Context: an optimization exercise on an open-source flow, tuned for small area, a short achievable clock period and few clock cycles per item. The choices shown serve that exercise and are no tape-out recipe. Power is estimated from default activity; no workload was simulated.

main:
==> module pdec_bsel, before the edit <==
module pdec_bsel (
  input  logic [31:0] d,
  input  logic [4:0]  s,
  output logic        y
);
  logic [3:0] lo;
  logic [7:0] hi;
  logic [7:0] grp;
  always_comb begin
    for (int k = 0; k < 4; k++) lo[k] = (s[1:0] == 2'(k));
    for (int k = 0; k < 8; k++) hi[k] = (s[4:2] == 3'(k));
    for (int g = 0; g < 8; g++) grp[g] = |(d[4*g +: 4] & lo);
    y = |(grp & hi);
  end
endmodule
clock: 5.0 ns
lec_check: 0
cap_margin: 20
core_area: 5 5 275 275
die_area: 0 0 280 280
setup_slack_margin: 1.85
slew_margin: 20
synth_hierarchical: 1
standard.sh (not shown) runs the stock make flow with config.mk's settings and CLKGATE_MAP_FILE= SYNTH_SCRIPT=/design/flow/synth_recipe.tcl, a recipe that flattens the netlist after the stock synthesis.
==> flow/flow/run.sh <==
#!/bin/bash
# Standard ORFS layout; the port buffers are the small sky130 buf_1
# instead of the delay buffer buffer_ports picks by default.
set -euo pipefail
bash standard.sh BUFFER_PORTS_ARGS="-buffer_cell sky130_fd_sc_hd__buf_1" finish > standard_flow.log 2>&1
--- input diff main..the feature branch ---
--- a/flow/design.v
+++ b/flow/design.v
@@ -28,24 +28,38 @@
   always_comb begin
     for (int c = 0; c < 32; c++)
       cand_bit[c] = bit_val[4*c+3] ^ (^(bit_val[4*c +: 3] & m));
   end
 endmodule
+module pdec_mux4 (
+  input  logic [3:0] d,
+  input  logic [1:0] s,
+  output logic       y
+);
+  assign y = d[s];
+endmodule
+module pdec_mux2 (
+  input  logic [1:0] d,
+  input  logic       s,
+  output logic       y
+);
+  assign y = s ? d[1] : d[0];
+endmodule
 module pdec_bsel (
   input  logic [31:0] d,
   input  logic [4:0]  s,
   output logic        y
 );
-  logic [3:0] lo;
-  logic [7:0] hi;
-  logic [7:0] grp;
-  always_comb begin
-    for (int k = 0; k < 4; k++) lo[k] = (s[1:0] == 2'(k));
-    for (int k = 0; k < 8; k++) hi[k] = (s[4:2] == 3'(k));
-    for (int g = 0; g < 8; g++) grp[g] = |(d[4*g +: 4] & lo);
-    y = |(grp & hi);
+  logic [7:0] l1;
+  logic [1:0] l2;
+  for (genvar k = 0; k < 8; k++) begin : g_l1
+    pdec_mux4 u (.d(d[4*k +: 4]), .s(s[1:0]), .y(l1[k]));
+  end
+  for (genvar k = 0; k < 2; k++) begin : g_l2
+    pdec_mux4 u (.d(l1[4*k +: 4]), .s(s[3:2]), .y(l2[k]));
   end
+  pdec_mux2 u_l3 (.d(l2), .s(s[4]), .y(y));
 endmodule
 module pdec_wout #(
   parameter int I = 0
 ) (
   input  logic       leaf_mode,
### Flow results
- The feature branch | status: complete | timing, DRC, antenna: pass
- Compared with main, post-synthesis cell count in the feature branch decreased by more than 10%.
- As far as sequential cell count goes, main and the feature branch are indistinguishable; the numbers are identical.
- Setup slack: the feature branch less than main
- Changes observed in the feature branch relative to main: first-pass GRT wire length roughly the same, post-synthesis compound-gate area fraction -2.0 points.
- Compared to main, the feature branch has part of the total power dissipated in combinational logic 0.6 points lower.
- Side by side, final standard cell area without fillers turned out higher in the feature branch than in main.
- Re proportion of power drawn by the clock network: main and the feature branch aren't equal, and the higher value belongs to main.
- Number of placement rows: the feature branch vs main identical
Function was not checked in any run of this note: the RTL went through the layout flow alone.

---

pdec_updt_top, a different RTL version from the one above (not shown whole).
Size in the first run: roughly 77 flip-flops.
## pdec_updt_top
module pdec_updt_top (
  input  logic         clk,
  input  logic         rst_n,
  input  logic         cfg_leaf_mode,
  input  logic [2:0]   cfg_jump_type,
  input  logic [1:0]   cfg_dcrc_num,
  input  logic         cfg_dcrc_mode,
  input  logic [2:0]   cfg_dcrc_ini,
  input  logic [23:0]  cfg_dcrc_idx,
  input  logic         dec_start,
  input  logic         upd_valid,
  input  logic [7:0]   srvl_bmp,
  input  logic [39:0]  pm_idx,
  input  logic [127:0] bit_val,
  input  logic [491:0] dcrc_info,
  output logic         upd_ready,
  output logic         upd_done,
  output logic [7:0]   list_wen,
  output logic [7:0]   list_waddr,
  output logic [31:0]  list_wdata,
  output logic [15:0]  path_stat,
  output logic         early_term
);
Settings: LEC_CHECK=0, CAP_MARGIN=20, CORE_AREA=5 5 275 275, DIE_AREA=0 0 280 280, SETUP_SLACK_MARGIN=1.85, SLEW_MARGIN=20, SYNTH_HIERARCHICAL=1, TNS_END_PERCENT=5; clock period 5.0 ns.
Scripts as last shown in full above: flow/flow/run.sh
The first run produced a clean layout.
Change:
--- a/flow/design.v
+++ b/flow/design.v
@@ -15,21 +15,14 @@
   output logic       upd_done
 );
   logic one_step;    
   assign one_step = upd_valid & ~(leaf_mode & (jump_type[2] ^ jump_type[1]));
   assign list_wen = (busy | one_step) ? srvl_bmp : 8'd0;
   assign upd_done = busy ? last : one_step;
 endmodule
-module pdec_reg8 (
-  input  logic       clk,
-  input  logic [7:0] d,
-  output logic [7:0] q
-);
-  always_ff @(posedge clk) q <= d;
-endmodule
 `timescale 1ns/1ps
 module pdec_cand_bits (
   input  logic [127:0] bit_val,
   input  logic [2:0]   m,
   output logic [31:0]  cand_bit
 );
   always_comb begin
@@ -151,43 +144,35 @@
 module pdec_aoi222 (
   input  logic [2:0] d,
   input  logic [2:0] s,
   output logic       yn
 );
   assign yn = ~|(d & s);
 endmodule
-module pdec_inv (
-  input  logic a,
-  output logic y
-);
-  assign y = ~a;
-endmodule
 module pdec_info_mux (
   input  logic [491:0] d,
   input  logic [7:0]   c,
   output logic [2:0]   y
 );
   localparam int NG = 55;    
   logic [3*NG-1:0] oh;       
   always_comb begin
     for (int e = 0; e < 3*NG; e++) oh[e] = (e < 164) && (c == 8'(e + 255));
   end
   for (genvar j = 0; j < 3; j++) begin : g_bit
-    logic [NG-1:0] t;
+    logic [NG-1:0] yn;
     for (genvar g = 0; g < NG; g++) begin : g_grp
-      logic tn;
       if (3*g + 2 < 164) begin : g_full
         pdec_aoi222 u (.d({d[3*(3*g+2)+j], d[3*(3*g+1)+j], d[3*(3*g)+j]}),
-                       .s(oh[3*g +: 3]), .yn(tn));
+                       .s(oh[3*g +: 3]), .yn(yn[g]));
       end else begin : g_part
-        assign tn = ~((d[3*(3*g+1)+j] & oh[3*g+1]) | (d[3*(3*g)+j] & oh[3*g]));
+        assign yn[g] = ~((d[3*(3*g+1)+j] & oh[3*g+1]) | (d[3*(3*g)+j] & oh[3*g]));
       end
-      pdec_inv u_i (.a(tn), .y(t[g]));
     end
-    assign y[j] = |t;
+    assign y[j] = ~&yn;
   end
 endmodule
 `timescale 1ns/1ps
 module pdec_updt_top (
   input  logic         clk,
   input  logic         rst_n,
   input  logic         cfg_leaf_mode,
@@ -251,18 +236,18 @@
   always_ff @(posedge clk or negedge rst_n) begin
     if (!rst_n) last_q <= 1'b0;
     else        last_q <= busy_q & ~last_q & (wstep_q + 2'd1 == last_idx);
   end
   always_ff @(posedge clk) begin
     if (dec_start) mode_q <= cfg_dcrc_mode;
   end
-  logic [7:0] cnt_d, icnt_q;
-  assign cnt_d = dec_start ? 8'd0 : step_en ? cnt_q + 8'd1 : cnt_q;
-  always_ff @(posedge clk) cnt_q <= cnt_d;
-  pdec_reg8 u_icnt (.clk(clk), .d(cnt_d), .q(icnt_q));
+  always_ff @(posedge clk) begin
+    if (dec_start)      cnt_q <= 8'd0;
+    else if (step_en)   cnt_q <= cnt_q + 8'd1;
+  end
   assign upd_ready = ~busy_q;
   pdec_ctl_out u_ctl_out (
     .leaf_mode (cfg_leaf_mode),
     .jump_type (cfg_jump_type),
     .upd_valid (upd_valid),
     .busy      (busy_q),
     .last      (last_q),
@@ -327,15 +312,15 @@
   assign pos_nxt = cnt_q + 8'd1;
   always_comb begin
     for (int j = 0; j < 3; j++) begin
       num_mask[j] = (j < cfg_dcrc_num);
       chk_nxt[j]  = num_mask[j] & ((dec_start ? 8'd0 : pos_nxt) == cfg_dcrc_idx[8*j +: 8]);
     end
   end
-  pdec_info_mux u_info (.d(dcrc_info), .c(icnt_q), .y(info_p1));
+  pdec_info_mux u_info (.d(dcrc_info), .c(cnt_q), .y(info_p1));
   always_ff @(posedge clk) begin
     if (dec_start || step_en) begin
       info_q <= (dec_start ? dcrc_info[2:0] : info_p1) & num_mask;
       chk_q  <= chk_nxt;
     end
   end
   logic [47:0] entry;
Via count fell by 6.1%. Die area is unchanged. Sequential share of layout area rose by 0.13 points. Design area falls by about 10%. Area after synthesis is lower by about 5.5%. Sequential power shrinks by about 5%. Register-to-register slack gets worse by 0.07 ns. Cell count decreases by 5.7%. First-iteration DRC count is lower by 3.0%.
No run of this note included a check of the RTL's function; only the layout flow was run.

what the ideal ports hide:
The flow's constraints put no driver on any port. The routed layouts listed below were extracted and timed again, unchanged, in two steps.
Step 1: set_driving_cell puts a clkbuf_16 on clk and a buf_2 on each other input, an assumption about the parent block.
Step 2 adds t to the input delays and takes it off the output delays; t is the mean of the earliest and latest rising clock arrival at the registers after step 1. Input paths then give back, and output paths get back, about the clock's delay inside the block.
a / b / c = ideal / step 1 / step 2; a / b = the first two.
run | t (ns) | setup slack, ns | worst setup path at the end
main | 0.408 | 1.594 / 1.604 / 1.207 | input to register
the feature branch | 0.420 | 1.308 / 1.308 / 0.998 | input to register
the first run of note 2 | 0.436 | 1.721 / 1.721 / 1.301 | input to register
the second run of note 2 | 0.407 | 1.634 / 1.646 / 1.247 | input to register
After both steps setup and hold are still met in every run listed. For the first run of note 2, which loses most, drivers alone change the setup slack by 0.000 ns; drivers and shift together by -0.420 ns.
